Source: an optimization exercise on an open RTL-to-GDS flow (aim: small area, a short achievable clock period and few clock cycles per item). Production flows keep margins and buffers that such runs may drop.
At most, simulation tests tie the RTL to the original design; equivalence was not proved.
Function not checked in runs 4 to 7: the RTL went through the layout flow alone.
Power figures rest on the tool's default switching activity, not on a simulated workload.

**design/flow/standard.sh**
```bash
#!/bin/bash
# synth_recipe.tcl (not shown) runs the flow's synth.tcl, then flattens the netlist and writes it again
# the make line also repeats each setting of config.mk as NAME=value (left out here)
make -C /OpenROAD-flow-scripts/flow DESIGN_CONFIG=/design/flow/config.mk WORK_HOME=/design/flow/orfs CLKGATE_MAP_FILE= SYNTH_SCRIPT=/design/flow/synth_recipe.tcl "${@:-finish}"
```
**design/flow/design.v**
```verilog
`default_nettype none
package bmem_pkg;
    localparam int WORD_BITS = 32;
    localparam int BEAT_BITS = 64;
    localparam int LINE_BITS = 256;
    localparam int BEATS_PER_LINE = LINE_BITS / BEAT_BITS;
    localparam int WORDS_PER_LINE = LINE_BITS / WORD_BITS;
    localparam int OFFSET_BITS = $clog2(LINE_BITS / 8);
    typedef union packed {
        logic [BEATS_PER_LINE-1:0][BEAT_BITS-1:0] beats;
        logic [WORDS_PER_LINE-1:0][WORD_BITS-1:0] words;
    } line_t;
endpackage
`default_nettype wire
`default_nettype none
module bmem_bridge
#(
    parameter int ADDR_W = 32
) (
    input  wire logic                 clk,
    input  wire logic                 rst,
    input  wire logic                 fetch_req_i,
    input  wire logic [ADDR_W-1:0]    fetch_addr_i,
    output logic                      fetch_resp_o,
    output logic      [bmem_pkg::WORD_BITS-1:0] fetch_word_o,
    input  wire logic                 dline_read_i,
    input  wire logic                 dline_write_i,
    input  wire logic [ADDR_W-1:0]    dline_addr_i,
    input  wire logic [bmem_pkg::LINE_BITS-1:0] dline_wdata_i,
    output logic                      dline_resp_o,
    output logic      [bmem_pkg::LINE_BITS-1:0] dline_rdata_o,
    output logic      [ADDR_W-1:0]    bmem_addr_o,
    output logic                      bmem_read_o,
    output logic                      bmem_write_o,
    output logic      [bmem_pkg::BEAT_BITS-1:0] bmem_wdata_o,
    input  wire logic                 bmem_ready_i,
    input  wire logic [bmem_pkg::BEAT_BITS-1:0] bmem_rdata_i,
    input  wire logic                 bmem_rvalid_i
);
    localparam int OFF   = bmem_pkg::OFFSET_BITS;
    localparam int TAG_W = ADDR_W - OFF;
    logic [3:0][63:0]   buf_q;
    logic [TAG_W-1:0]   tag_q;
    logic               iv_q;        
    logic               rd_busy;
    logic               rd_data_q;   
    logic [3:0]         st_q;        
    logic [3:0]         arr_q;
    logic               wr_act_q;
    logic [3:0]         wsel_q;
    logic               rlock_q;
    logic               rlock_data_q;
    logic               f_match;
    logic [3:0]         f_ok;
    logic [63:0]        f_beat;
    logic [31:0]        f_buf_word;
    logic [31:0]        f_bus_word;
    assign rd_busy = |arr_q;
    assign f_match = iv_q && (tag_q == fetch_addr_i[ADDR_W-1:OFF]);
    assign f_ok    = st_q | (arr_q & {4{bmem_rvalid_i && !rd_data_q}});
    assign f_beat     = buf_q[fetch_addr_i[4:3]];
    assign f_buf_word = fetch_addr_i[2] ? f_beat[63:32] : f_beat[31:0];
    assign f_bus_word = fetch_addr_i[2] ? bmem_rdata_i[63:32] : bmem_rdata_i[31:0];
    assign fetch_resp_o = fetch_req_i && f_match && f_ok[fetch_addr_i[4:3]];
    assign fetch_word_o = st_q[fetch_addr_i[4:3]] ? f_buf_word : f_bus_word;
    logic               f_miss;
    logic               d_pend;
    logic               g_fetch;
    logic               g_dread;
    logic               g_write;
    logic               a_data;
    logic               fmiss_q;
    logic [5:0]         dwait_q;
    logic               d_rd_ok;
    logic               d_late;
    logic               f_first;
    assign f_miss  = fetch_req_i && !(f_match && st_q[fetch_addr_i[4:3]]);
    assign d_late  = (dwait_q == 6'h3f);
    assign f_first = fmiss_q && !d_late;
    assign d_rd_ok = !fetch_req_i || f_miss || (fetch_addr_i[4:3] == 2'd3) || d_late;
    assign d_pend  = dline_read_i || dline_write_i;
    assign g_fetch = !rd_busy && !wr_act_q && (rlock_q ? !rlock_data_q : (f_miss && (f_first || !d_pend)));
    assign g_write = !rd_busy && (wr_act_q || (!rlock_q && dline_write_i && !f_first));
    assign g_dread = !rd_busy && !wr_act_q && (rlock_q ? rlock_data_q : (dline_read_i && !f_first && d_rd_ok));
    assign a_data  = (d_pend && !f_first && !rlock_q) || wr_act_q || (rlock_q && rlock_data_q);
    assign bmem_read_o  = g_fetch || g_dread;
    assign bmem_write_o = g_write;
    assign bmem_addr_o  = {(a_data ? dline_addr_i[ADDR_W-1:OFF] : fetch_addr_i[ADDR_W-1:OFF]), {OFF{1'b0}}};
    always_comb begin
        bmem_wdata_o = '0;
        for (int k = 0; k < 4; k++) begin
            bmem_wdata_o = bmem_wdata_o | (dline_wdata_i[64*k +: 64] & {64{wsel_q[k]}});
        end
    end
    logic               last_rbeat;
    logic               last_wbeat;
    assign last_rbeat = arr_q[3] && bmem_rvalid_i;
    assign last_wbeat = wsel_q[3] && bmem_ready_i;
    assign dline_resp_o  = (last_rbeat && rd_data_q) || last_wbeat;
    assign dline_rdata_o = {bmem_rdata_i, buf_q[2], buf_q[1], buf_q[0]};
    always_ff @(posedge clk) begin
        if (rst) begin
            iv_q      <= 1'b0;
            rd_data_q <= 1'b0;
            wr_act_q  <= 1'b0;
            wsel_q    <= 4'd1;
            rlock_q   <= 1'b0;
            rlock_data_q <= 1'b0;
            st_q      <= 4'd0;
            arr_q     <= 4'd0;
            fmiss_q   <= 1'b0;
            dwait_q   <= 6'd0;
        end else begin
            fmiss_q   <= (f_miss && !fetch_resp_o && !(g_fetch && bmem_ready_i)) ||
                         (fetch_resp_o && fetch_addr_i[4:3] == 2'd3);
            if (!d_pend || g_dread || g_write) begin
                dwait_q <= 6'd0;
            end else if (dwait_q != 6'h3f) begin
                dwait_q <= dwait_q + 6'd1;
            end
            if (bmem_read_o) begin
                rlock_q      <= !bmem_ready_i;
                rlock_data_q <= g_dread;
                if (bmem_ready_i) begin
                    rd_data_q <= g_dread;
                    iv_q      <= g_dread ? iv_q : 1'b1;
                    st_q      <= g_dread ? (st_q & 4'b1000) : 4'd0;
                    arr_q     <= 4'd1;
                end
            end
            if (bmem_rvalid_i) begin
                st_q   <= rd_data_q ? st_q : (st_q | arr_q);
                arr_q  <= {arr_q[2:0], 1'b0};
            end
            if (g_write) begin
                wr_act_q <= !last_wbeat;
                if (bmem_ready_i) begin
                    wsel_q <= {wsel_q[2:0], wsel_q[3]};
                end
                if (tag_q == dline_addr_i[ADDR_W-1:OFF]) begin
                    iv_q <= 1'b0;
                end
            end
        end
    end
    always_ff @(posedge clk) begin
        if (g_fetch && bmem_ready_i) begin
            tag_q <= bmem_addr_o[ADDR_W-1:OFF];
        end
        for (int k = 0; k < 4; k++) begin
            if (bmem_rvalid_i && arr_q[k] && !(rd_data_q && k == 3)) begin
                buf_q[k] <= bmem_rdata_i;
            end
        end
    end
endmodule
`default_nettype wire
```
**design/flow/flow/run.sh**
```bash
#!/bin/bash
# Standard layout, with the smallest buffer on every input and output port,
# and without the slow wide OR/NOR cells (on top of the platform's don't-use
# list) in synthesis and repair.
set -euo pipefail
export BUFFER_PORTS_ARGS="-buffer_cell sky130_fd_sc_hd__buf_1"
PLATFORM_DONT_USE="sky130_fd_sc_hd__probe_p_8 sky130_fd_sc_hd__probec_p_8 sky130_fd_sc_hd__lpflow_bleeder_1 sky130_fd_sc_hd__lpflow_clkbufkapwr_1 sky130_fd_sc_hd__lpflow_clkbufkapwr_16 sky130_fd_sc_hd__lpflow_clkbufkapwr_2 sky130_fd_sc_hd__lpflow_clkbufkapwr_4 sky130_fd_sc_hd__lpflow_clkbufkapwr_8 sky130_fd_sc_hd__lpflow_clkinvkapwr_1 sky130_fd_sc_hd__lpflow_clkinvkapwr_16 sky130_fd_sc_hd__lpflow_clkinvkapwr_2 sky130_fd_sc_hd__lpflow_clkinvkapwr_4 sky130_fd_sc_hd__lpflow_clkinvkapwr_8 sky130_fd_sc_hd__lpflow_decapkapwr_12 sky130_fd_sc_hd__lpflow_decapkapwr_3 sky130_fd_sc_hd__lpflow_decapkapwr_4 sky130_fd_sc_hd__lpflow_decapkapwr_6 sky130_fd_sc_hd__lpflow_decapkapwr_8 sky130_fd_sc_hd__lpflow_inputiso0n_1 sky130_fd_sc_hd__lpflow_inputiso0p_1 sky130_fd_sc_hd__lpflow_inputiso1n_1 sky130_fd_sc_hd__lpflow_inputiso1p_1 sky130_fd_sc_hd__lpflow_inputisolatch_1 sky130_fd_sc_hd__lpflow_isobufsrc_1 sky130_fd_sc_hd__lpflow_isobufsrc_16 sky130_fd_sc_hd__lpflow_isobufsrc_2 sky130_fd_sc_hd__lpflow_isobufsrc_4 sky130_fd_sc_hd__lpflow_isobufsrc_8 sky130_fd_sc_hd__lpflow_isobufsrckapwr_16 sky130_fd_sc_hd__lpflow_lsbuf_lh_hl_isowell_tap_1 sky130_fd_sc_hd__lpflow_lsbuf_lh_hl_isowell_tap_2 sky130_fd_sc_hd__lpflow_lsbuf_lh_hl_isowell_tap_4 sky130_fd_sc_hd__lpflow_lsbuf_lh_isowell_4 sky130_fd_sc_hd__lpflow_lsbuf_lh_isowell_tap_1 sky130_fd_sc_hd__lpflow_lsbuf_lh_isowell_tap_2 sky130_fd_sc_hd__lpflow_lsbuf_lh_isowell_tap_4 sky130_fd_sc_hd__fill_1 sky130_fd_sc_hd__fill_2 sky130_fd_sc_hd__fill_4 sky130_fd_sc_hd__fill_8 "
SLOW="sky130_fd_sc_hd__or3_1 sky130_fd_sc_hd__or3_2 sky130_fd_sc_hd__or3_4 sky130_fd_sc_hd__or3b_1 sky130_fd_sc_hd__or3b_2 sky130_fd_sc_hd__or3b_4 sky130_fd_sc_hd__or4_1 sky130_fd_sc_hd__or4_2 sky130_fd_sc_hd__or4_4 sky130_fd_sc_hd__or4b_1 sky130_fd_sc_hd__or4b_2 sky130_fd_sc_hd__or4b_4 sky130_fd_sc_hd__or4bb_1 sky130_fd_sc_hd__or4bb_2 sky130_fd_sc_hd__or4bb_4 sky130_fd_sc_hd__nor4_1 sky130_fd_sc_hd__nor4_2 sky130_fd_sc_hd__nor4_4 sky130_fd_sc_hd__nor4b_1 sky130_fd_sc_hd__nor4b_2 sky130_fd_sc_hd__nor4b_4 sky130_fd_sc_hd__nor4bb_1 sky130_fd_sc_hd__nor4bb_2 sky130_fd_sc_hd__nor4bb_4"
bash standard.sh "DONT_USE_CELLS=$PLATFORM_DONT_USE $SLOW" finish > standard_flow.log 2>&1
```
**design/flow/constraint.sdc**
```tcl
create_clock -name core_clock -period 5.0 [get_ports {clk}]
set_input_delay 1.0000 -clock core_clock [delete_from_list [all_inputs] [get_ports {clk}]]
set_output_delay 1.0000 -clock core_clock [all_outputs]
set_load 0.01 [all_outputs]
```
**design/flow/config.mk**
```make
export PLATFORM = sky130hd
export DESIGN_NAME = bmem_bridge
export DESIGN_NICKNAME = bmem_bridge
export VERILOG_FILES = /design/flow/design.v
export SDC_FILE = /design/flow/constraint.sdc
export NUM_CORES = 4
export LEC_CHECK = 0
export CAP_MARGIN = 20
export CORE_AREA = 5 5 225 225
export CTS_BUF_LIST = sky130_fd_sc_hd__clkbuf_8
export DIE_AREA = 0 0 230 230
export SETUP_SLACK_MARGIN = 1.6
export SLEW_MARGIN = 20
```
==> impl_metrics.yaml, run 1 <==
run_status:
  status: "complete, no violations"
power:
  cellLeakagePower_nw: 6.54
  p_per_area_nw_per_um2: 332
  ir_worst_vdd_v: 0.000183
clock_network:
  root_buffer: "clkbuf_8"
  cts_buffers: 50
  hold_buffers: 0
  cts.sinks: 307
  cts_htree_levels: 2
  clk_pin_slew_worst_paths_ns: 0.06
  cts_tree: "yes"
  clk_latency_ns: 0.60
  clk_path_buf_depth: 3
worst_setup_path:
  r2r_cells: 10
  r2r-start: "dwait_q[0]$_SDFFE_PP0N_"
  cpPeakStageDelay_ns: 0.52
  critPathKind: "input pin to output port"
  crit_arrival_ns: 2.55
  worstPathRequired_ns: 4.00
  crit_slowest_cell: "mux4_2"
  r2r_setup_slack_ns: 2.38
  start_kind: "input pin"
  cp_max_fo: 16
  r2r_end: "tag_q[15]$_DFFE_PN_"
  crit_chain: "clkbuf_16, mux4_2, buf_4, clkbuf_16, mux4_2, buf_1"
  cp-end-kind: "output port"
route:
  vias_per_cell: 5.37
  ant_nets: 0
  drt_iter0_markers: 1162
  met3_wirelength_um: 7490
  topRoutingLayerUsed: "met5"
  drt_wl_total_um: 75300
  firstDrtPassIters: 5
  wl_met1_um: 26100
  wl_met2_um: 37600
  drc: 0
  routed-via-count: 12700
  routedWlPerCell_um: 31.9
grt:
  grt_pass1_vias: 12600
  grt_pass1_wl_um: 99300
  overflow: 0
  track_usage: 0.266
  grt_max_degree: 66
  antenna_found_initial: 47
synthesis:
  synth.avg_cell_area_um2: 14.4
  yosysTopAreaCellShare: 0.527
  synthesis.area_um2: 16100
  postSynthCellCount: 1121
  ys_types: 49
  synth_edf_count: 283
  ys_ff_latch: 307
  synth_area_leaders: "edfxtp_1, mux4_2, buf_4"
  yosysWarnings: 1
  yosys.area.top_type: "edfxtp_1"
  ys_async_sr_fraction: 0
  ys.flop_type: "edfxtp_1"
  synth-seq-area-share: 0.557
finish:
  final_cells: 2361
  nNetsFinal: 2078
  layout_commonest_cell: "buf_1"
  syn_to_final_growth_pct: 24.4
  final_area_um2: 20000
  final_cell_mix: "buf_1, edfxtp_1, a22oi_1, mux4_2, nand2_1"
  final_util: 0.419
  drive_gt1_frac: 0.190
timing:
  worstMarginPinSlew_ns: 1.10
  period_share: 0.710
  fmax_mhz: 282
  max_slew_margin: 0.266
  setup_tns_ns: 0
  hold_viol: 0
  rsz0062_at_grt: "true"
  skew_ns: 0.0285
  setup_violations: 0
  drv_slew: 0
  fin_crit_ns: 3.55
place:
  gp_congestion: 1.07
  portBuffers: 766
  dpl.hpwl_um: 57800
  place_inst: 2210
  place_area_um2: 17800
die:
  die_area_um2: 52900
  io_pins: 779
  initial_core_util: 0.337
  die_x_um: 230
  die_h_um: 230
  core-area_um2: 47800
  rows: 80
hold_path:
  worstHoldStart: "rlock_data_q$_SDFFE_PP0P_"
  min_path_type: "register to register"
  holdPathStages: 2
  hold_path_end: "rlock_data_q$_SDFFE_PP0P_"
job:
  cap_violations: 0
synthesized netlist by cell type, types with 8 or more instances:
cell / number
edfxtp_1: 283
buf_4: 261
a22oi_1: 128
mux4_2: 98
nand2_1: 75
xnor2_1: 55
clkbuf_1: 33
mux2_2: 27
dfxtp_1: 24
nor2_1: 20
buf_1: 13
nand4_1: 13
a21oi_1: 11
buf_2: 11
nor3_1: 8
cell type report:
type                            count  area (um^2)
Tap cell                          615          769
Timing Repair Buffer              827         4060
Inverter                            2         7.51
Multi-Input combinational cell    498         5170
Antenna cell                       21         52.6
Clock buffer                       50          688
Sequential cell                   307         8990
Clock inverter                     41          309
Fill cell                        4622        27800
sequential cells by signal, indices dropped and copies added, names as in the netlist:
name / count
arr_q: 4
buf_q: 256
dwait_q: 6
fmiss_q: 1
iv_q: 1
rd_data_q: 1
rlock_data_q: 1
rlock_q: 1
st_q: 4
tag_q: 27
wr_act_q: 1
wsel_q: 4
kinds of logic after synthesis:
kind of cell,after synthesis,synth area share
other,1,0.000233
adder cells (fa/ha/maj),1,0.000776
multiplexers,130,0.159
AO/OA/AOI/OAI,161,0.0737
flip-flops,307,0.557
buffers and inverters,320,0.136
XOR/XNOR,56,0.0304
AND/OR/NAND/NOR,145,0.0426
worst max-delay path: cells and delay by family:
| kind | cells | cell delay (ns) |
|---|---|---|
| multiplexers | 2 | 0.82 |
| buffers and inverters | 4 | 0.72 |
power by group:
part / leakage, nW / total [mW] / internal, mW / switching, mW
Clock: 0.526 / 2.22 / 1.20 / 1.03
Combinational: 3.26 / 1.46 / 0.654 / 0.809
Sequential: 2.75 / 2.97 / 2.89 / 0.0820
timing repair:
action	CTS	global route
pin swaps	11	6
setup buffers	13	12
setup endpoints to repair	77	69
endpoints found under the hold margin	0	0
gates resized for setup	103	86
cloned	11	3
metal layers:
layer	GRT usage	up-vias
met5	0	-
met4	0.132	8
met3	0.0813	159
met2	0.453	852
met1	0.304	6414
li1	-	5244
how the worst max path moves through the flow:
stage	from	end	slack (ns)	cells past startpoint
floorplan	bmem_rvalid_i	fetch_resp_o	1.36	5
global placement	fetch_addr_i[3]	fetch_word_o[3]	1.16	5
detailed placement	fetch_addr_i[3]	fetch_word_o[3]	1.15	5
CTS	fetch_addr_i[3]	fetch_word_o[2]	1.43	5
global route	fetch_addr_i[3]	bmem_read_o	1.41	9
finish	fetch_addr_i[3]	fetch_word_o[24]	1.45	6
stage by stage:
| stage | hold WS [ns] | power [mW] | setup slack, ns |
|---|---|---|---|
| 2_1_floorplan | 0.433 | 3.68 | 1.36 |
| 3_5_place_dp | 0.471 | 4.18 | 1.15 |
| 4_1_cts | 0.481 | 6.58 | 1.43 |
| 3_3_place_gp | 0.462 | 4.18 | 1.16 |
| 6_report | 0.489 | 6.66 | 1.45 |
| 5_1_grt | 0.512 | 6.90 | 1.41 |
Testbench counts, summed over its fixed seeds: cycles 5,809, items 2,640.
==> run 2: changes to the inputs <==
--- a/design/flow/design.v
+++ b/design/flow/design.v
@@ -39,6 +39,7 @@
 );
     localparam int OFF   = bmem_pkg::OFFSET_BITS;
     localparam int TAG_W = ADDR_W - OFF;
+    localparam int SNOOP_W = 12;
     logic [3:0][63:0]   buf_q;
     logic [TAG_W-1:0]   tag_q;
     logic               iv_q;        
@@ -137,7 +138,7 @@
                 if (bmem_ready_i) begin
                     wsel_q <= {wsel_q[2:0], wsel_q[3]};
                 end
-                if (tag_q == dline_addr_i[ADDR_W-1:OFF]) begin
+                if (tag_q[SNOOP_W-1:0] == dline_addr_i[OFF+SNOOP_W-1:OFF]) begin
                     iv_q <= 1'b0;
                 end
             end
==> run 2 against run 1 <==
Net effect: sequential share of layout area grew 1.1 points; non-clock buffer count shrank 10; highest routed layer unchanged; total power shrank 4.9%; area after synthesis shrank 1.5%; combinational power shrank 16%.
==> impl_metrics.yaml, run 2 <==
run_status:
  status: "complete, no violations"
synthesis:
  synth.avg_cell_area_um2: 14.4
  synth_most_common_cell: "edfxtp_1"
  yosys.area.top_type: "edfxtp_1"
  yosysTopAreaCellShare: 0.535
  ys_types: 44
  ys.flop_type: "edfxtp_1"
  yosysWarnings: 1
  postSynthCellCount: 1101
  ys_top_cells_by_count: "edfxtp_1, buf_4, a22oi_1"
  synth_area_leaders: "edfxtp_1, mux4_2, buf_4"
  ys_ff_latch: 307
  synth-seq-area-share: 0.566
  synth_edf_count: 283
  synthesis.area_um2: 15900
  ys_async_sr_fraction: 0
worst_setup_path:
  crit_chain: "clkbuf_16, buf_6, buf_16, mux4_2, mux4_2, buf_6"
  crit_buf_inv: 4
  crit_slowest_cell: "mux4_2"
  cpPeakStageDelay_ns: 0.53
  crit_arrival_ns: 2.62
  cp-end-kind: "output port"
  critPathKind: "input pin to output port"
  r2r_setup_slack_ns: 2.13
  start_kind: "input pin"
  r2r_cells: 7
  critPathTopFamily: "multiplexers"
  worstPathRequired_ns: 4.00
  r2r-start: "tag_q[5]$_DFFE_PN_"
  r2r_end: "tag_q[17]$_DFFE_PN_"
  cp_max_fo: 7
clock_network:
  clk_latency_ns: 0.61
  cts_buffers: 52
  clk_path_buf_depth: 3
  cts_tree: "yes"
  clk_pin_slew_worst_paths_ns: 0.06
  root_buffer: "clkbuf_8"
  cts_htree_levels: 2
  cts.sinks: 307
  hold_buffers: 0
timing:
  setup_ws_ns: 1.38
  rsz0062_at_grt: "true"
  skew_ns: 0.0331
  setup_tns_ns: 0
  hold_viol: 0
  fin_crit_ns: 3.62
  holdWs_ns: 0.463
  setup_violations: 0
  fmax_mhz: 276
  drv_slew: 0
  max_slew_margin: 0.267
  worstMarginPinSlew_ns: 1.10
  period_share: 0.724
route:
  wl_met1_um: 27500
  vias_per_cell: 5.27
  drt_wl_total_um: 72700
  met3_wirelength_um: 7780
  ant_nets: 0
  wl_met2_um: 35000
  routedWlPerCell_um: 31.1
  drc: 0
  routed-via-count: 12300
  topRoutingLayerUsed: "met5"
  firstDrtPassIters: 5
  drt_iter0_markers: 1056
finish:
  final_area_um2: 19600
  regMostFlops: "buf_q"
  top_regs: "buf_q: 256 flops, tag_q: 27 flops, dwait_q: 6 flops"
  final_cells: 2334
  drive_gt1_frac: 0.198
  syn_to_final_growth_pct: 23.4
  multiInputGateArea_um2: 4930
  nNetsFinal: 2051
  regArea_um2: 9000
  final_cell_mix: "buf_1, edfxtp_1, a22oi_1, mux4_2, nand2_1"
  layout_commonest_cell: "buf_1"
  n_fill_cell: 4608
  largest_register_ffs: 256
hold_path:
  hold_path_end: "rlock_data_q$_SDFFE_PP0P_"
  worstHoldStart: "rlock_data_q$_SDFFE_PP0P_"
  min_path_type: "register to register"
  holdPathStages: 2
grt:
  overflow: 0
  grt_pass1_vias: 12100
  grt_max_degree: 66
  grt_pass1_wl_um: 96300
  antenna_found_initial: 46
  track_usage: 0.258
die:
  initial_core_util: 0.332
  die_h_um: 230
  core-area_um2: 47800
  die_area_um2: 52900
  rows: 80
  die_x_um: 230
  io_pins: 779
place:
  place_inst: 2186
  dpl.hpwl_um: 56700
  place_area_um2: 17600
  dp_slack_ns: 0.954
  gp_congestion: 1.06
  portBuffers: 766
power:
  cellLeakagePower_nw: 6.34
  p_per_area_nw_per_um2: 323
  ir_worst_vdd_v: 0.000161
job:
  cap_violations: 0
run 2: cell types whose count changed after synthesis, moves of 2 or more:
cell,previous run,this run
xnor2_1,55,32
clkbuf_1,33,41
inv_1,2,10
buf_2,11,4
nand4_1,13,7
and4_1,7,3
nand2b_1,2,5
buf_1,13,11
nand2_1,75,77
nor2_1,20,22
o2111ai_1,0,2
or2_2,3,1
run 2: logic make-up (layout without fill, tap and decap cells):
logic type / count (synthesis) / after routing / share of synthesized area
muxes: 129 / 129 / 0.161
AOI/OAI and AO/OA: 164 / 164 / 0.0765
adders and majority gates: 1 / 1 / 0.000788
other: 1 / 24 / 0.000236
DFF: 307 / 307 / 0.566
xor gates and xnor gates: 34 / 34 / 0.0188
and+or+nand+nor: 138 / 138 / 0.0381
buffers and inverters: 327 / 922 / 0.139
run 2: timing repair:
item / CTS / global route
buffers inserted: 11 / 12
cloned: 7 / 2
pin swaps: 9 / 15
resized for setup: 81 / 81
setup endpoints to repair: 92 / 60
run 2: area by class of cell:
type,count,share of cell area
Tap cell,615,0.0393
Antenna cell,19,0.00243
Sequential cell,307,0.459
Inverter,10,0.00192
Timing Repair Buffer,817,0.195
Multi-Input combinational cell,471,0.251
Clock inverter,43,0.0137
Clock buffer,52,0.0365
run 2: tightest hold or removal path, delay by kind of cell (launching register included):
kind,cells,cell delay [ns]
simple gates,1,0.05
flops,1,0.31
compound gates,1,0.05
run 2: metal layers:
metal,GRT usage,up-vias
met1,0.327,6210
met4,0.0908,6
met3,0.0825,125
met5,0,-
met2,0.420,805
li1,-,5154
run 2: worst max path at each step:
stage,cells after the start,end,slack (ns),from
floorplan,5,fetch_resp_o,1.39,bmem_rvalid_i
global placement,7,bmem_read_o,0.98,fetch_addr_i[3]
detailed placement,7,bmem_read_o,0.95,fetch_addr_i[3]
CTS,6,bmem_read_o,1.36,fetch_addr_i[3]
global route,6,bmem_read_o,1.35,fetch_addr_i[3]
finish,6,fetch_word_o[5],1.38,fetch_addr_i[3]
run 2: where the power goes:
part	internal, mW	switching (mW)
Sequential	2.87	0.0638
Combinational	0.524	0.711
Clock	1.13	1.03
Total	4.53	1.81
run 2: per-stage QoR:
stage                     utilization  power (mW)
after floorplan                     -        3.56
after global placement          0.368        4.02
after detailed placement        0.368        4.02
after CTS                       0.400        6.31
after global routing            0.409        6.58
final                           0.409        6.33
Testbench counts of run 2, summed over its fixed seeds: cycles 5,809, items 2,640.
==> run 3: changes to the inputs <==
--- a/design/flow/config.mk
+++ b/design/flow/config.mk
@@ -7,7 +7,6 @@
 export LEC_CHECK = 0
 export CAP_MARGIN = 20
 export CORE_AREA = 5 5 225 225
-export CTS_BUF_LIST = sky130_fd_sc_hd__clkbuf_8
 export DIE_AREA = 0 0 230 230
 export SETUP_SLACK_MARGIN = 1.6
 export SLEW_MARGIN = 20
==> run 3 against run 2 <==
Net effect: still clean on timing, DRC and antenna; area after synthesis is the same; fmax grew 0.10%; combinational power is essentially flat; register-to-register slack lost 0.05 ns; first-iteration DRC count grew 14%; flip-flop and latch count is the same; via count shrank 0.86%; worst hold slack is essentially flat; synthesized cell count is the same; global-route usage shrank 0.16 points; clock power grew 12%; design area grew 0.20%; critical path type unchanged.
==> impl_metrics.yaml, run 3 <==
timing:
  period_share: 0.724
  max_slew_margin: 0.273
  setup_ws_ns: 1.38
  setup_tns_ns: 0
  fmax_mhz: 276
  hold_viol: 0
  rsz0062_at_grt: "true"
  fin_crit_ns: 3.62
  skew_ns: 0.0224
  setup_violations: 0
  worstMarginPinSlew_ns: 1.09
  drv_slew: 0
worst_setup_path:
  cp_max_fo: 7
  r2r_cells: 7
  crit_chain: "clkbuf_16, buf_12, buf_16, mux4_2, mux4_2, clkbuf_2"
  crit_buf_inv: 4
  startpoint: "fetch_addr_i[3]"
  crit_slowest_cell: "mux4_2"
  critPathTopFamily: "multiplexers"
  cp-end-kind: "output port"
  start_kind: "input pin"
  cp_common_cell: "mux4_2"
  cpPeakStageDelay_ns: 0.52
  r2r-start: "tag_q[8]$_DFFE_PN_"
  critPathKind: "input pin to output port"
  crit_arrival_ns: 2.62
  r2r_setup_slack_ns: 2.08
  worstPathRequired_ns: 4.00
  r2r_end: "tag_q[21]$_DFFE_PN_"
clock_network:
  clk_latency_ns: 0.53
  cts_htree_levels: 2
  cts_buffers: 34
  hold_buffers: 0
  clk_pin_slew_worst_paths_ns: 0.06
  clk_path_buf_depth: 3
  cts_tree: "yes"
  root_buffer: "clkbuf_16"
  cts.sinks: 307
route:
  drt_iter0_markers: 1204
  drt_wl_total_um: 72200
  routed-via-count: 12200
  routedWlPerCell_um: 31.6
  drc: 0
  vias_per_cell: 5.33
  firstDrtPassIters: 5
  ant_nets: 0
run_status:
  status: "complete, no violations"
die:
  io_pins: 779
  die_area_um2: 52900
  initial_core_util: 0.332
  core-area_um2: 47800
  die_x_um: 230
  die_h_um: 230
  rows: 80
synthesis:
  ys.flop_type: "edfxtp_1"
  postSynthCellCount: 1101
  synth_most_common_cell: "edfxtp_1"
  synthesis.area_um2: 15900
  synth_area_leaders: "edfxtp_1, mux4_2, buf_4"
  synth.avg_cell_area_um2: 14.4
  yosys.area.top_type: "edfxtp_1"
  yosysTopAreaCellShare: 0.535
  ys_top_cells_by_count: "edfxtp_1, buf_4, a22oi_1"
  ys_ff_latch: 307
  synth_edf_count: 283
  ys_types: 44
  ys_async_sr_fraction: 0
  synth-seq-area-share: 0.566
  yosysWarnings: 1
finish:
  largest_register_ffs: 256
  layout_commonest_cell: "buf_1"
  syn_to_final_growth_pct: 23.7
  final_util: 0.410
  final_cell_mix: "buf_1, edfxtp_1, a22oi_1, mux4_2, nand2_1"
  top_regs: "buf_q: 256 flops, tag_q: 27 flops, dwait_q: 6 flops"
  drive_gt1_frac: 0.198
  regMostFlops: "buf_q"
  nNetsFinal: 2024
power:
  ir_worst_vdd_v: 0.000186
  cellLeakagePower_nw: 6.39
  p_per_area_nw_per_um2: 335
place:
  dpl.hpwl_um: 56700
  dp_slack_ns: 0.954
  gp_congestion: 1.06
  portBuffers: 766
grt:
  track_usage: 0.257
  grt_max_degree: 66
  grt_pass1_wl_um: 95500
  grt_pass1_vias: 12000
  antenna_found_initial: 44
  overflow: 0
hold_path:
  hold_path_end: "rlock_data_q$_SDFFE_PP0P_"
  holdPathStages: 2
  min_path_type: "register to register"
  worstHoldStart: "rlock_data_q$_SDFFE_PP0P_"
job:
  cap_violations: 0
run 3: through the flow:
stage / hold slack (ns) / cell area (um^2) / total power [mW] / cells
CTS: 0.462 / 19100 / 6.52 / 2259
global placement: 0.446 / 17600 / 4.02 / 2186
finish: 0.464 / 19600 / 6.58 / 2287
detailed placement: 0.449 / 17600 / 4.02 / 2186
floorplan: 0.434 / 16000 / 3.56 / 1105
global route: 0.484 / 19600 / 6.81 / 2282
run 3: power breakdown:
| group | internal, mW | switching [mW] | total, mW |
|---|---|---|---|
| combinational | 0.510 | 0.708 | 1.22 |
| clock | 1.42 | 1.01 | 2.42 |
| sequential | 2.87 | 0.0648 | 2.93 |
| total | 4.80 | 1.78 | 6.58 |
run 3: routing by layer:
metal	part of all wire	routed length [um]	global-route usage	up-vias
li1	-	-	-	5081
met5	0.00029	21	0	-
met4	0.034	2440	0.0889	4
met2	0.48	34800	0.418	811
met3	0.10	7190	0.0808	114
met1	0.38	27700	0.326	6184
run 3: what timing repair did:
item	in CTS	in global routing
gates resized for setup	54	134
cloned	6	3
pin swaps	6	21
setup endpoints to repair	67	91
setup buffers	8	6
run 3: cell families after synthesis:
logic type | Yosys count | synth area share
XOR/XNOR | 34 | 0.0188
AO/OA/AOI/OAI | 164 | 0.0765
flip-flops | 307 | 0.566
adder cells (fa/ha/maj) | 1 | 0.000788
other | 1 | 0.000236
buffers and inverters | 327 | 0.139
AND/OR/NAND/NOR | 138 | 0.0381
multiplexers | 129 | 0.161
run 3: how the worst max path moves through the flow:
stage | to | depth (start not counted)
after floorplan | fetch_resp_o | 5
after global placement | bmem_read_o | 7
after detailed placement | bmem_read_o | 7
after CTS | bmem_read_o | 6
after global routing | bmem_read_o | 7
final | fetch_word_o[10] | 6
run 3: cell type report:
| class | count | area, um^2 |
|---|---|---|
| Clock buffer | 45 | 966 |
| Clock inverter | 14 | 104 |
| Tap cell | 615 | 769 |
| Multi-Input combinational cell | 471 | 4990 |
| Antenna cell | 17 | 42.5 |
| Inverter | 10 | 37.5 |
| Sequential cell | 307 | 8990 |
| Fill cell | 4587 | 28200 |
| Timing Repair Buffer | 808 | 3730 |
run 3: worst register-to-register path, stage by stage, from the launching register on:
cell and delay [ns]:
edfxtp_1 0.44, xnor2_2 0.16, and4_1 0.19, and4_1 0.21
a41o_1 0.26, a2111o_1 0.41, buf_4 0.18, nor2_4 0.68
==> run 4: changes to the inputs <==
--- a/design/flow/design.v
+++ b/design/flow/design.v
@@ -39,7 +39,6 @@
 );
     localparam int OFF   = bmem_pkg::OFFSET_BITS;
     localparam int TAG_W = ADDR_W - OFF;
-    localparam int SNOOP_W = 12;
     logic [3:0][63:0]   buf_q;
     logic [TAG_W-1:0]   tag_q;
     logic               iv_q;        
@@ -52,18 +51,22 @@
     logic               rlock_q;
     logic               rlock_data_q;
     logic               f_match;
-    logic [3:0]         f_ok;
+    logic               f_fill;
+    logic [3:0]         f_arr;
+    logic               byp_q;
     logic [63:0]        f_beat;
     logic [31:0]        f_buf_word;
     logic [31:0]        f_bus_word;
     assign rd_busy = |arr_q;
     assign f_match = iv_q && (tag_q == fetch_addr_i[ADDR_W-1:OFF]);
-    assign f_ok    = st_q | (arr_q & {4{bmem_rvalid_i && !rd_data_q}});
+    assign f_fill  = rd_busy && !rd_data_q;
+    assign f_arr   = arr_q & {4{f_fill}};
     assign f_beat     = buf_q[fetch_addr_i[4:3]];
     assign f_buf_word = fetch_addr_i[2] ? f_beat[63:32] : f_beat[31:0];
     assign f_bus_word = fetch_addr_i[2] ? bmem_rdata_i[63:32] : bmem_rdata_i[31:0];
-    assign fetch_resp_o = fetch_req_i && f_match && f_ok[fetch_addr_i[4:3]];
-    assign fetch_word_o = st_q[fetch_addr_i[4:3]] ? f_buf_word : f_bus_word;
+    assign fetch_resp_o = fetch_req_i && f_match &&
+                          (byp_q ? (f_arr[fetch_addr_i[4:3]] && bmem_rvalid_i) : st_q[fetch_addr_i[4:3]]);
+    assign fetch_word_o = byp_q ? f_bus_word : f_buf_word;
     logic               f_miss;
     logic               d_pend;
     logic               g_fetch;
@@ -75,7 +78,7 @@
     logic               d_rd_ok;
     logic               d_late;
     logic               f_first;
-    assign f_miss  = fetch_req_i && !(f_match && st_q[fetch_addr_i[4:3]]);
+    assign f_miss  = fetch_req_i && !(f_match && ((&st_q) || (st_q[3] && fetch_addr_i[4:3] == 2'd3)));
     assign d_late  = (dwait_q == 6'h3f);
     assign f_first = fmiss_q && !d_late;
     assign d_rd_ok = !fetch_req_i || f_miss || (fetch_addr_i[4:3] == 2'd3) || d_late;
@@ -93,6 +96,14 @@
             bmem_wdata_o = bmem_wdata_o | (dline_wdata_i[64*k +: 64] & {64{wsel_q[k]}});
         end
     end
+    logic               fill_nx;
+    logic [3:0]         st_nx;
+    logic [2:0]         f_next_word;
+    logic [1:0]         f_tgt_beat;
+    assign fill_nx     = (g_fetch && bmem_ready_i) || (f_fill && !(arr_q[3] && bmem_rvalid_i));
+    assign st_nx       = (g_fetch && bmem_ready_i) ? 4'd0 : (st_q | (arr_q & {4{bmem_rvalid_i}}));
+    assign f_next_word = fetch_addr_i[4:2] + 3'd1;
+    assign f_tgt_beat  = fetch_resp_o ? f_next_word[2:1] : fetch_addr_i[4:3];
     logic               last_rbeat;
     logic               last_wbeat;
     assign last_rbeat = arr_q[3] && bmem_rvalid_i;
@@ -111,7 +122,9 @@
             arr_q     <= 4'd0;
             fmiss_q   <= 1'b0;
             dwait_q   <= 6'd0;
+            byp_q     <= 1'b0;
         end else begin
+            byp_q     <= fill_nx && !st_nx[f_tgt_beat];
             fmiss_q   <= (f_miss && !fetch_resp_o && !(g_fetch && bmem_ready_i)) ||
                          (fetch_resp_o && fetch_addr_i[4:3] == 2'd3);
             if (!d_pend || g_dread || g_write) begin
@@ -138,7 +151,7 @@
                 if (bmem_ready_i) begin
                     wsel_q <= {wsel_q[2:0], wsel_q[3]};
                 end
-                if (tag_q[SNOOP_W-1:0] == dline_addr_i[OFF+SNOOP_W-1:OFF]) begin
+                if (tag_q == dline_addr_i[ADDR_W-1:OFF]) begin
                     iv_q <= 1'b0;
                 end
             end
--- a/design/flow/config.mk
+++ b/design/flow/config.mk
@@ -8,5 +8,5 @@
 export CAP_MARGIN = 20
 export CORE_AREA = 5 5 225 225
 export DIE_AREA = 0 0 230 230
-export SETUP_SLACK_MARGIN = 1.6
+export SETUP_SLACK_MARGIN = 2.0
 export SLEW_MARGIN = 20
==> run 4 against run 3 <==
Net effect: core utilization rose by 2.6 points; clock-buffer cell count down 1; sequential share of layout area shrank 2.5 points; first-iteration DRC count shrank 11%; clock skew increased by 0.0016 ns; fmax is 0.57% higher; critical path type unchanged.
==> impl_metrics.yaml, run 4 <==
clock_network:
  cts.sinks: 308
  cts_buffers: 36
  clk_path_buf_depth: 3
  cts_tree: "yes"
  clk_latency_ns: 0.54
  root_buffer: "clkbuf_16"
  cts_htree_levels: 2
  clk_pin_slew_worst_paths_ns: 0.05
timing:
  rsz0062_at_grt: "true"
  drv_slew: 0
  fin_crit_ns: 3.60
  hold_viol: 0
  max_slew_margin: 0.288
  fmax_mhz: 278
  setup_tns_ns: 0
  worstMarginPinSlew_ns: 1.07
  setup_violations: 0
  skew_ns: 0.0240
  period_share: 0.720
die:
  die_x_um: 230
  core-area_um2: 47800
  initial_core_util: 0.342
  io_pins: 779
  rows: 80
  die_h_um: 230
  die_area_um2: 52900
grt:
  track_usage: 0.287
  overflow: 0
  grt_max_degree: 65
  grt_pass1_wl_um: 106000
  grt_pass1_vias: 12700
  antenna_found_initial: 48
place:
  dpl.hpwl_um: 62700
  gp_congestion: 1.08
  portBuffers: 766
synthesis:
  synth-seq-area-share: 0.550
  yosys.area.top_type: "edfxtp_1"
  postSynthCellCount: 1159
  synth_area_leaders: "edfxtp_1, mux4_2, buf_4"
  synth_top_family_by_area: "multiplexers"
  ys_types: 54
  ys.flop_type: "edfxtp_1"
  synthesis.area_um2: 16400
  ys_ff_latch: 308
  yosysWarnings: 1
  synth-simple-area-share: 0.0448
  synth_compound_area_frac: 0.0807
  ys_async_sr_fraction: 0
  synth_fa_ha_area_frac: 0.00153
  synth.avg_cell_area_um2: 14.1
  synthMuxAreaShare: 0.157
  synth_most_common_cell: "edfxtp_1"
  synth_edf_count: 283
  yosysTopAreaCellShare: 0.519
  ys_top_cells_by_count: "edfxtp_1, buf_4, a22oi_1"
  synth_xor_area_frac: 0.0289
worst_setup_path:
  worstPathRequired_ns: 4.00
  crit_slowest_cell: "mux4_2"
  crit_buf_inv: 4
  critPathKind: "input pin to output port"
  cp_max_fo: 8
  cp-end-kind: "output port"
  crit_arrival_ns: 2.60
  cpPeakStageDelay_ns: 0.49
  crit_chain: "clkbuf_16, buf_12, clkbuf_16, mux4_2, mux4_2, clkbuf_2"
  critPathTopFamily: "multiplexers"
  start_kind: "input pin"
route:
  routed-via-count: 12900
  firstDrtPassIters: 5
  drc: 0
  drt_wl_total_um: 80500
  drt_iter0_markers: 1076
  wl_met2_um: 38600
  wl_met1_um: 29300
  met3_wirelength_um: 9520
  topRoutingLayerUsed: "met5"
  routedWlPerCell_um: 33.6
  ant_nets: 0
  vias_per_cell: 5.40
hold_path:
  min_path_type: "register to register"
finish:
  final_cell_mix: "buf_1, edfxtp_1, a22oi_1, mux4_2, nand2_1"
  drive_gt1_frac: 0.212
  largest_register_ffs: 256
  nNetsFinal: 2124
  syn_to_final_growth_pct: 27.4
  layout_commonest_cell: "buf_1"
  regMostFlops: "buf_q"
  multiInputGateArea_um2: 5380
  top_regs: "buf_q: 256 flops, tag_q: 27 flops, dwait_q: 6 flops"
  regArea_um2: 9020
  n_fill_cell: 4549
run_status:
  status: "complete, no violations"
power:
  cellLeakagePower_nw: 6.95
  finalPower_mw: 7.14
  ir_worst_vdd_v: 0.000187
  p_per_area_nw_per_um2: 342
job:
  cap_violations: 0
==> run 4: cell types whose count changed after synthesis, sizes merged, moves of 3 or more <==
cell,change
a21boi,+3
a41oi,+3
buf,+8
inv,-3
mux2i,+3
nand2b,-5
nand3,+6
nand4,+7
nor2,+3
nor2b,+3
o21ai,+5
xnor2,+19
==> run 4: repair_timing <==
action	in CTS	in global routing
buffers inserted	30	22
pin swaps	6	15
endpoints found under the setup margin	155	62
hold buffers	0	0
cloned	11	2
resized for setup	103	125
==> run 4: where the power goes <==
part,switching [mW],internal (mW),leakage [nW],total (mW)
clock network,1.07,1.65,0.596,2.72
registers,0.0760,2.89,2.76,2.96
logic,0.792,0.667,3.59,1.46
total,1.94,5.20,6.95,7.14
==> run 4: worst reg2reg max path, delay by kind of cell (launching register included) <==
family          cells  cell delay [ns]
compound gates      4             1.19
simple gates        2             0.50
flops               1             0.42
buf+inv             1             0.37
==> run 4: per-layer routing <==
layer  GRT usage  up-vias
met5           0        -
met4       0.105       22
met3       0.117      141
met2       0.463      827
met1       0.348     6555
li1            -     5380
==> run 4: cells by family (layout without fill, tap and decap cells) <==
kind of cell | after synthesis | after routing
muxes | 131 | 131
buffers and inverters | 331 | 925
adders and majority gates | 2 | 2
other | 1 | 27
DFF | 308 | 308
xor gates and xnor gates | 54 | 54
and+or+nand+nor | 158 | 158
AOI/OAI and AO/OA | 174 | 174
==> run 4: stage by stage <==
stage | util | instance area [um^2] | hold WS [ns] | cells | worst slack [ns]
final | 0.436 | 20900 | 0.485 | 2394 | 1.40
after global routing | 0.435 | 20800 | 0.515 | 2382 | 1.33
after CTS | 0.423 | 20200 | 0.475 | 2348 | 1.39
after detailed placement | 0.378 | 18100 | 0.454 | 2243 | 0.956
after global placement | 0.378 | 18100 | 0.459 | 2243 | 0.991
after floorplan | - | 16600 | 0.441 | 1163 | 1.64
==> run 4: cell type report <==
type | count | share of cell area
repair buffers | 853 | 0.210
inverters | 8 | 0.00162
flip-flops and latches | 308 | 0.433
clock buffers | 44 | 0.0467
multi-input cells | 524 | 0.258
well taps | 615 | 0.0369
clock inverters | 20 | 0.0118
diodes | 22 | 0.00264
==> run 4: final timing paths <==
kind / from / endpoint / slack [ns] / depth (start not counted)
setup / recovery: fetch_addr_i[3] / fetch_word_o[16] / 1.40 / 6
hold reg to reg: rlock_data_q$_SDFFE_PP0P_ / rlock_data_q$_SDFFE_PP0P_ / 0.49 / 2
setup reg to reg: tag_q[5]$_DFFE_PN_ / st_q[3]$_SDFFE_PP0P_ / 2.43 / 7
hold / removal: rlock_data_q$_SDFFE_PP0P_ / rlock_data_q$_SDFFE_PP0P_ / 0.49 / 2
==> run 5: changes to the inputs <==
--- a/design/flow/design.v
+++ b/design/flow/design.v
@@ -11,6 +11,22 @@
         logic [WORDS_PER_LINE-1:0][WORD_BITS-1:0] words;
     } line_t;
 endpackage
+`default_nettype wire
+`default_nettype none
+module inst_line_buffer
+(
+    input  wire logic [9:0]   sel_i,
+    input  wire logic [255:0] line_i,
+    input  wire logic [63:0]  beat_i,
+    output logic      [31:0]  word_o
+);
+    always_comb begin
+        word_o = (beat_i[31:0] & {32{sel_i[8]}}) | (beat_i[63:32] & {32{sel_i[9]}});
+        for (int k = 0; k < 8; k++) begin
+            word_o = word_o | (line_i[32*k +: 32] & {32{sel_i[k]}});
+        end
+    end
+endmodule
 `default_nettype wire
 `default_nettype none
 module bmem_bridge
@@ -54,19 +70,26 @@
     logic               f_fill;
     logic [3:0]         f_arr;
     logic               byp_q;
-    logic [63:0]        f_beat;
-    logic [31:0]        f_buf_word;
-    logic [31:0]        f_bus_word;
+    logic [9:0]         f_sel;
     assign rd_busy = |arr_q;
     assign f_match = iv_q && (tag_q == fetch_addr_i[ADDR_W-1:OFF]);
     assign f_fill  = rd_busy && !rd_data_q;
     assign f_arr   = arr_q & {4{f_fill}};
-    assign f_beat     = buf_q[fetch_addr_i[4:3]];
-    assign f_buf_word = fetch_addr_i[2] ? f_beat[63:32] : f_beat[31:0];
-    assign f_bus_word = fetch_addr_i[2] ? bmem_rdata_i[63:32] : bmem_rdata_i[31:0];
+    always_comb begin
+        for (int k = 0; k < 8; k++) begin
+            f_sel[k] = (fetch_addr_i[4:2] == 3'(k)) && !byp_q;
+        end
+        f_sel[8] = !fetch_addr_i[2] && byp_q;
+        f_sel[9] = fetch_addr_i[2] && byp_q;
+    end
+    inst_line_buffer word_sel_i (
+        .sel_i  (f_sel),
+        .line_i (buf_q),
+        .beat_i (bmem_rdata_i),
+        .word_o (fetch_word_o)
+    );
     assign fetch_resp_o = fetch_req_i && f_match &&
                           (byp_q ? (f_arr[fetch_addr_i[4:3]] && bmem_rvalid_i) : st_q[fetch_addr_i[4:3]]);
-    assign fetch_word_o = byp_q ? f_bus_word : f_buf_word;
     logic               f_miss;
     logic               d_pend;
     logic               g_fetch;
--- a/design/flow/config.mk
+++ b/design/flow/config.mk
@@ -10,3 +10,4 @@
 export DIE_AREA = 0 0 230 230
 export SETUP_SLACK_MARGIN = 2.0
 export SLEW_MARGIN = 20
+export SYNTH_HIERARCHICAL = 1
==> run 5 against run 4 <==
Net effect: fmax grew 2.6%; non-clock buffer count grew 7; design area grew 1.2%; critical endpoint is now bmem_read_o; global-route usage grew 2.1 points; sequential share of layout area shrank 0.53 points; first-iteration DRC count grew 43%; via count grew 11%; largest cell class unchanged; highest routed layer unchanged; total power shrank 5.1%; flip-flop and latch count is the same; register-to-register slack gained 0.07 ns.
==> impl_metrics.yaml, run 5 <==
run_status:
  status: "complete, no violations"
grt:
  track_usage: 0.307
  grt_pass1_vias: 13900
  grt_max_degree: 67
  antenna_found_initial: 63
  grt_pass1_wl_um: 114000
  overflow: 0
finish:
  syn_to_final_growth_pct: 29.1
  nNetsFinal: 2260
  final_cells: 2532
  drive_gt1_frac: 0.213
  largest_register_ffs: 256
  top_regs: "buf_q: 256 flops, tag_q: 27 flops, dwait_q: 6 flops"
  regMostFlops: "buf_q"
  n_fill_cell: 4569
  layout_commonest_cell: "buf_1"
  final_cell_mix: "buf_1, edfxtp_1, a22oi_1, nand2_1, buf_6"
synthesis:
  synth.avg_cell_area_um2: 12.7
  synth-seq-area-share: 0.550
  ys_top_cells_by_count: "edfxtp_1, buf_4, a22oi_1"
  yosysWarnings: 8
  ys_ff_latch: 308
  ys_async_sr_fraction: 0
  yosys.area.top_type: "edfxtp_1"
  synthesis.area_um2: 16400
  ys.flop_type: "edfxtp_1"
  synth_most_common_cell: "edfxtp_1"
  yosysTopAreaCellShare: 0.520
  ys_types: 65
  postSynthCellCount: 1285
  synth_area_leaders: "edfxtp_1, buf_4, a22oi_1"
  synth_edf_count: 283
clock_network:
  cts_htree_levels: 2
  clk_pin_slew_worst_paths_ns: 0.06
  cts.sinks: 308
  clk_path_buf_depth: 3
  root_buffer: "clkbuf_16"
  clk_latency_ns: 0.52
  cts_tree: "yes"
  cts_buffers: 34
worst_setup_path:
  r2r-start: "dwait_q[0]$_SDFFE_PP0N_"
  critPathTopFamily: "simple AND/OR/NAND/NOR gates"
  cp_max_fo: 2
  r2r_setup_slack_ns: 2.50
  crit_cells: 8
  crit_slowest_cell: "and4_4"
  crit_arrival_ns: 2.51
  r2r_end: "tag_q[4]$_DFFE_PN_"
  cp-endpoint: "bmem_read_o"
  crit_chain: "clkbuf_2, xnor2_2, and4_4, nand4_1, o21ai_2, and3_4, nor2_4, buf_6"
  startpoint: "fetch_addr_i[27]"
  critPathKind: "input pin to output port"
  crit_buf_inv: 2
  worstPathRequired_ns: 4.00
  start_kind: "input pin"
  r2r_cells: 10
  cp-end-kind: "output port"
  cpPeakStageDelay_ns: 0.30
place:
  place_inst: 2358
  dpl.hpwl_um: 64900
  gp_congestion: 1.05
  portBuffers: 766
job:
  cap_violations: 0
timing:
  setup_tns_ns: 0
  hold_viol: 0
  rsz0062_at_grt: "true"
  setup_violations: 0
  worstMarginPinSlew_ns: 1.08
  fin_crit_ns: 3.51
  drv_slew: 0
  period_share: 0.702
  max_slew_margin: 0.283
  fmax_mhz: 285
  skew_ns: 0.0185
route:
  routed-via-count: 14300
  vias_per_cell: 5.66
  routedWlPerCell_um: 34.0
  drt_iter0_markers: 1534
  drt_wl_total_um: 86100
  drc: 0
  ant_nets: 0
  firstDrtPassIters: 5
die:
  core-area_um2: 47800
  initial_core_util: 0.342
  die_x_um: 230
  die_h_um: 230
  io_pins: 779
  die_area_um2: 52900
  rows: 80
power:
  ir_worst_vdd_v: 0.000194
  p_per_area_nw_per_um2: 321
  finalPower_mw: 6.78
  cellLeakagePower_nw: 7.09
hold_path:
  holdPathStages: 2
  min_path_type: "register to register"
-- run 5: cell types whose count changed after synthesis, sizes merged, moves of 5 or more --
cell / delta
a22oi: +96
and4: +7
nand4: +29
nand3: -5
a221oi: +31
ha: +5
buf: +6
a22o: +32
mux4: -95
nor2: +8
and2: +8
-- run 5: power by group --
part           switching [mW]  internal, mW  total [mW]
combinational           0.810         0.567        1.38
clock                    1.05          1.45        2.49
sequential             0.0489          2.86        2.91
-- run 5: per-layer routing --
layer  part of all wire  global-route usage  vias up
met5             0.0015                   0        -
met4              0.044               0.137       20
met3               0.10              0.0919      197
met2               0.48               0.504     1051
met1               0.37               0.376     7148
li1                   -                   -     5927
-- run 5: worst min-delay path by stage --
| stage | startpoint | to | slack, ns |
|---|---|---|---|
| after floorplan | dwait_q[1]$_SDFFE_PP0N_ | dwait_q[1]$_SDFFE_PP0N_ | 0.44 |
| after global placement | dwait_q[1]$_SDFFE_PP0N_ | dwait_q[1]$_SDFFE_PP0N_ | 0.45 |
| after detailed placement | dwait_q[1]$_SDFFE_PP0N_ | dwait_q[1]$_SDFFE_PP0N_ | 0.47 |
| after CTS | rlock_data_q$_SDFFE_PP0P_ | rlock_data_q$_SDFFE_PP0P_ | 0.51 |
| after global routing | rlock_data_q$_SDFFE_PP0P_ | rlock_data_q$_SDFFE_PP0P_ | 0.54 |
| final | rlock_data_q$_SDFFE_PP0P_ | rlock_data_q$_SDFFE_PP0P_ | 0.51 |
-- run 5: logic make-up after synthesis --
| logic type | Yosys count | share of synthesized area |
|---|---|---|
| AO/OA/AOI/OAI | 332 | 0.171 |
| multiplexers | 36 | 0.0310 |
| other | 1 | 0.000229 |
| AND/OR/NAND/NOR | 208 | 0.0679 |
| XOR/XNOR | 56 | 0.0300 |
| adder cells (fa/ha/maj) | 7 | 0.00536 |
| flip-flops | 308 | 0.550 |
| buffers and inverters | 337 | 0.144 |
-- run 5: cell type report --
cell class                 count  area (um^2)  area share
clock buffer                  44          910      0.0431
clock inverter                17          168     0.00794
tap                          615          769      0.0365
antenna                       30         75.1     0.00356
multi-input combinational    649         5590       0.265
inverter                       9         46.3     0.00219
timing repair buffer         860         4530       0.215
sequential                   308         9020       0.427
-- run 5: tightest hold or removal path, cell delays in order (launching register included) --
cell and delay [ns]:
dfxtp_1 0.33, o31ai_1 0.08, a21oi_1 0.06
-- run 5: through the flow --
step	util	setup WS (ns)	hold WS, ns	instance area (um^2)
after CTS	0.435	1.51	0.506	20800
final	0.441	1.49	0.514	21100
after floorplan	-	1.85	0.444	16600
after detailed placement	0.378	0.830	0.468	18100
after global routing	0.441	1.44	0.539	21100
after global placement	0.378	0.889	0.454	18100
-- run 5: per-module statistics from Yosys (local to each module, per instance) --
module | copies in the design | cells inside | flops+latches
inst_line_buffer | 1 | 222 | 0
bmem_bridge | 1 | 1063 | 308
-- run 5: repair_timing --
action                     in CTS  in global routing
setup endpoints to repair     127                 76
pin swaps                      55                 39
cloned                         12                  0
setup buffers                  61                 10
gates resized for setup       220                 58
hold buffers                    0                  0
==> run 6: changes to the inputs <==
--- a/design/flow/design.v
+++ b/design/flow/design.v
@@ -67,20 +67,17 @@
     logic               rlock_q;
     logic               rlock_data_q;
     logic               f_match;
-    logic               f_fill;
-    logic [3:0]         f_arr;
-    logic               byp_q;
+    logic [3:0]         f_ok;
     logic [9:0]         f_sel;
     assign rd_busy = |arr_q;
     assign f_match = iv_q && (tag_q == fetch_addr_i[ADDR_W-1:OFF]);
-    assign f_fill  = rd_busy && !rd_data_q;
-    assign f_arr   = arr_q & {4{f_fill}};
+    assign f_ok    = st_q | (arr_q & {4{bmem_rvalid_i && !rd_data_q}});
     always_comb begin
         for (int k = 0; k < 8; k++) begin
-            f_sel[k] = (fetch_addr_i[4:2] == 3'(k)) && !byp_q;
+            f_sel[k] = (fetch_addr_i[4:2] == 3'(k)) && st_q[k/2];
         end
-        f_sel[8] = !fetch_addr_i[2] && byp_q;
-        f_sel[9] = fetch_addr_i[2] && byp_q;
+        f_sel[8] = !fetch_addr_i[2] && !st_q[fetch_addr_i[4:3]];
+        f_sel[9] = fetch_addr_i[2] && !st_q[fetch_addr_i[4:3]];
     end
     inst_line_buffer word_sel_i (
         .sel_i  (f_sel),
@@ -88,8 +85,7 @@
         .beat_i (bmem_rdata_i),
         .word_o (fetch_word_o)
     );
-    assign fetch_resp_o = fetch_req_i && f_match &&
-                          (byp_q ? (f_arr[fetch_addr_i[4:3]] && bmem_rvalid_i) : st_q[fetch_addr_i[4:3]]);
+    assign fetch_resp_o = fetch_req_i && f_match && f_ok[fetch_addr_i[4:3]];
     logic               f_miss;
     logic               d_pend;
     logic               g_fetch;
@@ -119,14 +115,6 @@
             bmem_wdata_o = bmem_wdata_o | (dline_wdata_i[64*k +: 64] & {64{wsel_q[k]}});
         end
     end
-    logic               fill_nx;
-    logic [3:0]         st_nx;
-    logic [2:0]         f_next_word;
-    logic [1:0]         f_tgt_beat;
-    assign fill_nx     = (g_fetch && bmem_ready_i) || (f_fill && !(arr_q[3] && bmem_rvalid_i));
-    assign st_nx       = (g_fetch && bmem_ready_i) ? 4'd0 : (st_q | (arr_q & {4{bmem_rvalid_i}}));
-    assign f_next_word = fetch_addr_i[4:2] + 3'd1;
-    assign f_tgt_beat  = fetch_resp_o ? f_next_word[2:1] : fetch_addr_i[4:3];
     logic               last_rbeat;
     logic               last_wbeat;
     assign last_rbeat = arr_q[3] && bmem_rvalid_i;
@@ -145,9 +133,7 @@
             arr_q     <= 4'd0;
             fmiss_q   <= 1'b0;
             dwait_q   <= 6'd0;
-            byp_q     <= 1'b0;
         end else begin
-            byp_q     <= fill_nx && !st_nx[f_tgt_beat];
             fmiss_q   <= (f_miss && !fetch_resp_o && !(g_fetch && bmem_ready_i)) ||
                          (fetch_resp_o && fetch_addr_i[4:3] == 2'd3);
             if (!d_pend || g_dread || g_write) begin
==> run 6 against run 5 <==
Net effect: highest routed layer unchanged; via count decreased by 2.5%; largest cell class unchanged; die area unchanged; worst hold slack got worse by 0.011 ns; routed wire length increased by 1.5%.
==> impl_metrics.yaml, run 6 <==
synthesis:
  ys_async_sr_fraction: 0
  synth_area_leaders: "edfxtp_1, buf_4, a22oi_1"
  yosys.area.top_type: "edfxtp_1"
  synth.avg_cell_area_um2: 12.7
  postSynthCellCount: 1243
  synth_most_common_cell: "edfxtp_1"
  ys_ff_latch: 307
  yosysTopAreaCellShare: 0.537
  synthesis.area_um2: 15800
  ys.flop_type: "edfxtp_1"
  ys_types: 54
  yosysWarnings: 8
  synth-seq-area-share: 0.567
  synth_edf_count: 283
  ys_top_cells_by_count: "edfxtp_1, buf_4, a22oi_1"
clock_network:
  clk_latency_ns: 0.54
  root_buffer: "clkbuf_16"
  cts_tree: "yes"
  clk_pin_slew_worst_paths_ns: 0.06
  cts.sinks: 307
  cts_htree_levels: 2
  clk_path_buf_depth: 3
  cts_buffers: 35
finish:
  final_cell_mix: "buf_1, edfxtp_1, a22oi_1, nand2_1, buf_6"
  top_regs: "buf_q: 256 flops, tag_q: 27 flops, dwait_q: 6 flops"
  largest_register_ffs: 256
  final_area_um2: 20700
  drive_gt1_frac: 0.202
  layout_commonest_cell: "buf_1"
  syn_to_final_growth_pct: 31.0
  regMostFlops: "buf_q"
  n_fill_cell: 4598
  nNetsFinal: 2206
die:
  die_area_um2: 52900
  die_x_um: 230
  die_h_um: 230
  core-area_um2: 47800
  rows: 80
  io_pins: 779
  initial_core_util: 0.331
timing:
  rsz0062_at_grt: "true"
  setup_ws_ns: 1.47
  fin_crit_ns: 3.53
  setup_tns_ns: 0
  max_slew_margin: 0.231
  worstMarginPinSlew_ns: 1.15
  holdWs_ns: 0.503
  drv_slew: 0
  setup_violations: 0
  fmax_mhz: 283
  period_share: 0.707
  skew_ns: 0.0219
  hold_viol: 0
route:
  routed-via-count: 14000
  routedWlPerCell_um: 35.0
  drc: 0
  firstDrtPassIters: 5
  vias_per_cell: 5.61
  drt_wl_total_um: 87400
  ant_nets: 0
  drt_iter0_markers: 1646
grt:
  overflow: 0
  grt_max_degree: 66
  antenna_found_initial: 82
  grt_pass1_wl_um: 115000
  track_usage: 0.312
  grt_pass1_vias: 13600
power:
  ir_worst_vdd_v: 0.000232
  p_per_area_nw_per_um2: 336
  finalPower_mw: 6.96
  cellLeakagePower_nw: 6.90
run_status:
  status: "complete, no violations"
worst_setup_path:
  critPathKind: "input pin to output port"
  start_kind: "input pin"
  crit_arrival_ns: 2.53
  worstPathRequired_ns: 4.00
  cp-end-kind: "output port"
  cp_max_fo: 12
place:
  dpl.hpwl_um: 66800
  portBuffers: 766
  gp_congestion: 1.03
  dp_slack_ns: 0.756
  place_area_um2: 17800
job:
  cap_violations: 0
hold_path:
  min_path_type: "register to register"
## run 6: cell count changes after synthesis, moves of 6 or more
cell    delta
nor3_1     +6
ha_1       -6
mux2_4    -20
mux2_2    +19
## run 6: final cells by class
class | instances | area, um^2 | share of cell area
diodes | 39 | 97.6 | 0.00471
clock inverters | 17 | 125 | 0.00604
clock buffers | 46 | 981 | 0.0473
repair buffers | 859 | 4560 | 0.220
inverters | 4 | 15.0 | 0.000724
well taps | 615 | 769 | 0.0371
multi-input cells | 607 | 5170 | 0.250
flip-flops and latches | 307 | 9000 | 0.434
## run 6: what timing repair did
item,in CTS,in global routing
endpoints found under the setup margin,126,64
setup buffers,49,11
pin swaps,45,29
gates cloned,8,0
gates resized for setup,222,51
hold buffers,0,0
hold endpoints to repair,0,0
## run 6: power breakdown
group          switching (mW)  internal [mW]  total (mW)
Combinational           0.824          0.667        1.49
Clock                    1.06           1.44        2.50
Sequential             0.0799           2.88        2.96
Total                    1.96           5.00        6.96
## run 6: worst max-delay path, stage by stage
cell and delay, ns:
buf_12 0.11, nand2b_4 0.14, nand2_2 0.06, nor2_2 0.04, a21oi_2 0.13, buf_4 0.14
nor2_4 0.06, buf_12 0.16, a221oi_2 0.24, nand4_1 0.22, buf_6 0.21
## run 6: final timing paths
path	from	endpoint	slack, ns	cells after the start
hold reg to reg	iv_q$_SDFF_PP0_	iv_q$_SDFF_PP0_	0.50	1
setup / recovery	fetch_addr_i[3]	fetch_word_o[22]	1.47	11
hold / removal	iv_q$_SDFF_PP0_	iv_q$_SDFF_PP0_	0.50	1
setup reg to reg	tag_q[17]$_DFFE_PN_	tag_q[17]$_DFFE_PN_	2.27	9
## run 6: metrics by stage
step | utilization | cells
2_1_floorplan | - | 1247
3_3_place_gp | 0.371 | 2324
3_5_place_dp | 0.371 | 2324
4_1_cts | 0.425 | 2444
5_1_grt | 0.433 | 2483
6_report | 0.433 | 2494
## run 6: cell families after synthesis
group / count (synthesis) / synth area share
buffers and inverters: 333 / 0.147
AO/OA/AOI/OAI: 322 / 0.170
flip-flops: 307 / 0.567
AND/OR/NAND/NOR: 189 / 0.0594
XOR/XNOR: 56 / 0.0310
multiplexers: 34 / 0.0244
adder cells (fa/ha/maj): 1 / 0.000791
other: 1 / 0.000237
## run 6: per-module statistics from Yosys, one instance, submodules excluded
| module | flops+latches | copies in the design |
|---|---|---|
| inst_line_buffer | 0 | 1 |
| bmem_bridge | 307 | 1 |
## run 6: layer usage
layer,GRT usage,wire [um]
met1,0.374,31300
met2,0.506,41400
met3,0.0908,9300
met4,0.174,5250
met5,0,104
==> run 7: changes to the inputs <==
--- a/design/flow/config.mk
+++ b/design/flow/config.mk
@@ -10,4 +10,3 @@
 export DIE_AREA = 0 0 230 230
 export SETUP_SLACK_MARGIN = 2.0
 export SLEW_MARGIN = 20
-export SYNTH_HIERARCHICAL = 1
==> run 7 against run 6 <==
Net effect: sequential power about the same; first-iteration DRC count decreased by 20%; setup slack got worse by 0.011 ns; area after synthesis increased by 0.13%; combinational power decreased by 12%; flip-flop and latch count unchanged; clock-buffer cell count decreased by 1; via count decreased by 0.63%; critical endpoint is now fetch_resp_o.
==> impl_metrics.yaml, run 7 <==
synthesis:
  synth-seq-area-share: 0.567
  synth_area_leaders: "edfxtp_1, buf_4, a22oi_1"
  synth.avg_cell_area_um2: 12.4
  synth_fa_ha_area_frac: 0.000790
  synth_top_family_by_area: "buffers and inverters"
  yosysWarnings: 2
  ys_top_cells_by_count: "edfxtp_1, buf_4, a22oi_1"
  postSynthCellCount: 1275
  yosysTopAreaCellShare: 0.536
  synthMuxAreaShare: 0.0448
  ys.flop_type: "edfxtp_1"
  synth_edf_count: 283
  synthesis.area_um2: 15800
  synth-simple-area-share: 0.0723
grt:
  grt_pass1_vias: 13700
  track_usage: 0.320
  overflow: 0
  antenna_found_initial: 94
  grt_pass1_wl_um: 117000
power:
  p_per_area_nw_per_um2: 323
  cellLeakagePower_nw: 6.82
clock_network:
  cts.sinks: 307
  cts_buffers: 34
  root_buffer: "clkbuf_16"
  clk_path_buf_depth: 3
  clk_latency_ns: 0.53
hold_path:
  hold_path_end: "rlock_data_q$_SDFFE_PP0P_"
  worstHoldStart: "rlock_data_q$_SDFFE_PP0P_"
  holdPathStages: 2
route:
  drt_wl_total_um: 89900
  drt_iter0_markers: 1323
  vias_per_cell: 5.54
  drc: 0
  firstDrtPassIters: 6
  ant_nets: 0
job:
  cap_violations: 0
finish:
  regMostFlops: "buf_q"
  syn_to_final_growth_pct: 31.2
  top_regs: "buf_q: 256 flops, tag_q: 27 flops, dwait_q: 6 flops"
  largest_register_ffs: 256
  final_area_um2: 20800
  final_cell_mix: "buf_1, edfxtp_1, a22oi_1, nand2_1, buf_6"
  drive_gt1_frac: 0.191
place:
  portBuffers: 766
  dpl.hpwl_um: 69400
worst_setup_path:
  r2r_end: "iv_q$_SDFF_PP0_"
  worstPathRequired_ns: 4.00
  crit_arrival_ns: 2.55
  start_kind: "input pin"
  cp_max_fo: 3
  cp-end-kind: "output port"
  critPathKind: "input pin to output port"
  r2r_cells: 9
  r2r-start: "dwait_q[1]$_SDFFE_PP0N_"
  r2r_setup_slack_ns: 2.32
die:
  die_area_um2: 52900
  die_h_um: 230
  die_x_um: 230
  core-area_um2: 47800
  rows: 80
  initial_core_util: 0.331
timing:
  rsz0062_at_grt: "true"
  fmax_mhz: 282
  skew_ns: 0.0172
  holdWs_ns: 0.468
  setup_violations: 0
  setup_tns_ns: 0
  hold_viol: 0
  drv_slew: 0
  worstMarginPinSlew_ns: 1.04
run_status:
  status: "complete, no violations"
[run 7: timing repair]
item / 4_1_cts / 5_1_grt
setup buffers: 43 / 9
gates cloned: 10 / 1
setup endpoints to repair: 119 / 70
pin swaps: 49 / 26
gates resized for setup: 269 / 66
[run 7: worst max path at each step]
stage | from | to | slack, ns
2_1_floorplan | bmem_rvalid_i | fetch_resp_o | 1.20
3_3_place_gp | fetch_addr_i[4] | fetch_word_o[1] | 0.91
3_5_place_dp | fetch_addr_i[4] | fetch_word_o[15] | 0.87
4_1_cts | bmem_rvalid_i | fetch_resp_o | 1.45
5_1_grt | bmem_rvalid_i | fetch_resp_o | 1.41
6_report | bmem_rvalid_i | fetch_resp_o | 1.45
[run 7: cell families after synthesis]
family	after synthesis
muxes	65
buffers and inverters	336
other	1
adders and majority gates	1
and+or+nand+nor	223
xor gates and xnor gates	56
DFF	307
AOI/OAI and AO/OA	286
[run 7: per-stage QoR]
stage          std cells  power (mW)  setup WS, ns
2_1_floorplan       1279        3.56          1.20
5_1_grt             2496        6.92          1.41
3_5_place_dp        2347        4.04         0.873
4_1_cts             2457        6.68          1.45
3_3_place_gp        2347        4.03         0.905
6_report            2509        6.71          1.45
[run 7: power breakdown]
part / leakage (nW) / internal (mW) / total, mW / switching, mW
sequential: 2.75 / 2.88 / 2.94 / 0.0634
combinational: 3.56 / 0.549 / 1.31 / 0.762
clock: 0.507 / 1.45 / 2.46 / 1.01
total: 6.81 / 4.88 / 6.71 / 1.84
[run 7: final cells by class]
type | instances | area (um^2)
Antenna cell | 40 | 100
Clock inverter | 12 | 133
Fill cell | 4656 | 27100
Tap cell | 615 | 769
Multi-Input combinational cell | 637 | 5290
Timing Repair Buffer | 847 | 4540
Inverter | 6 | 35.0
Clock buffer | 45 | 923
Sequential cell | 307 | 9000
[run 7: per-layer routing]
| layer | global-route usage | vias to the layer above | part of all wire |
|---|---|---|---|
| met5 | 0 | - | 0.0022 |
| li1 | - | 5804 | - |
| met2 | 0.524 | 917 | 0.48 |
| met4 | 0.155 | 30 | 0.044 |
| met1 | 0.383 | 6954 | 0.37 |
| met3 | 0.103 | 187 | 0.10 |
[run 7: worst max-delay path, stage by stage]
cell and delay (ns):
buf_12 0.08, nor2b_4 0.14, and2_4 0.16, nor2_4 0.03, mux4_2 0.50, and4b_2 0.34
and2_4 0.17, buf_6 0.11

Setup slack of run 7, layout unchanged: 1.454 ns with ideal ports, 1.267 ns with driving cells assumed (clock clkbuf_16, inputs buf_2), 1.267 ns with port delays also shifted by the 0.581 ns mid clock arrival.
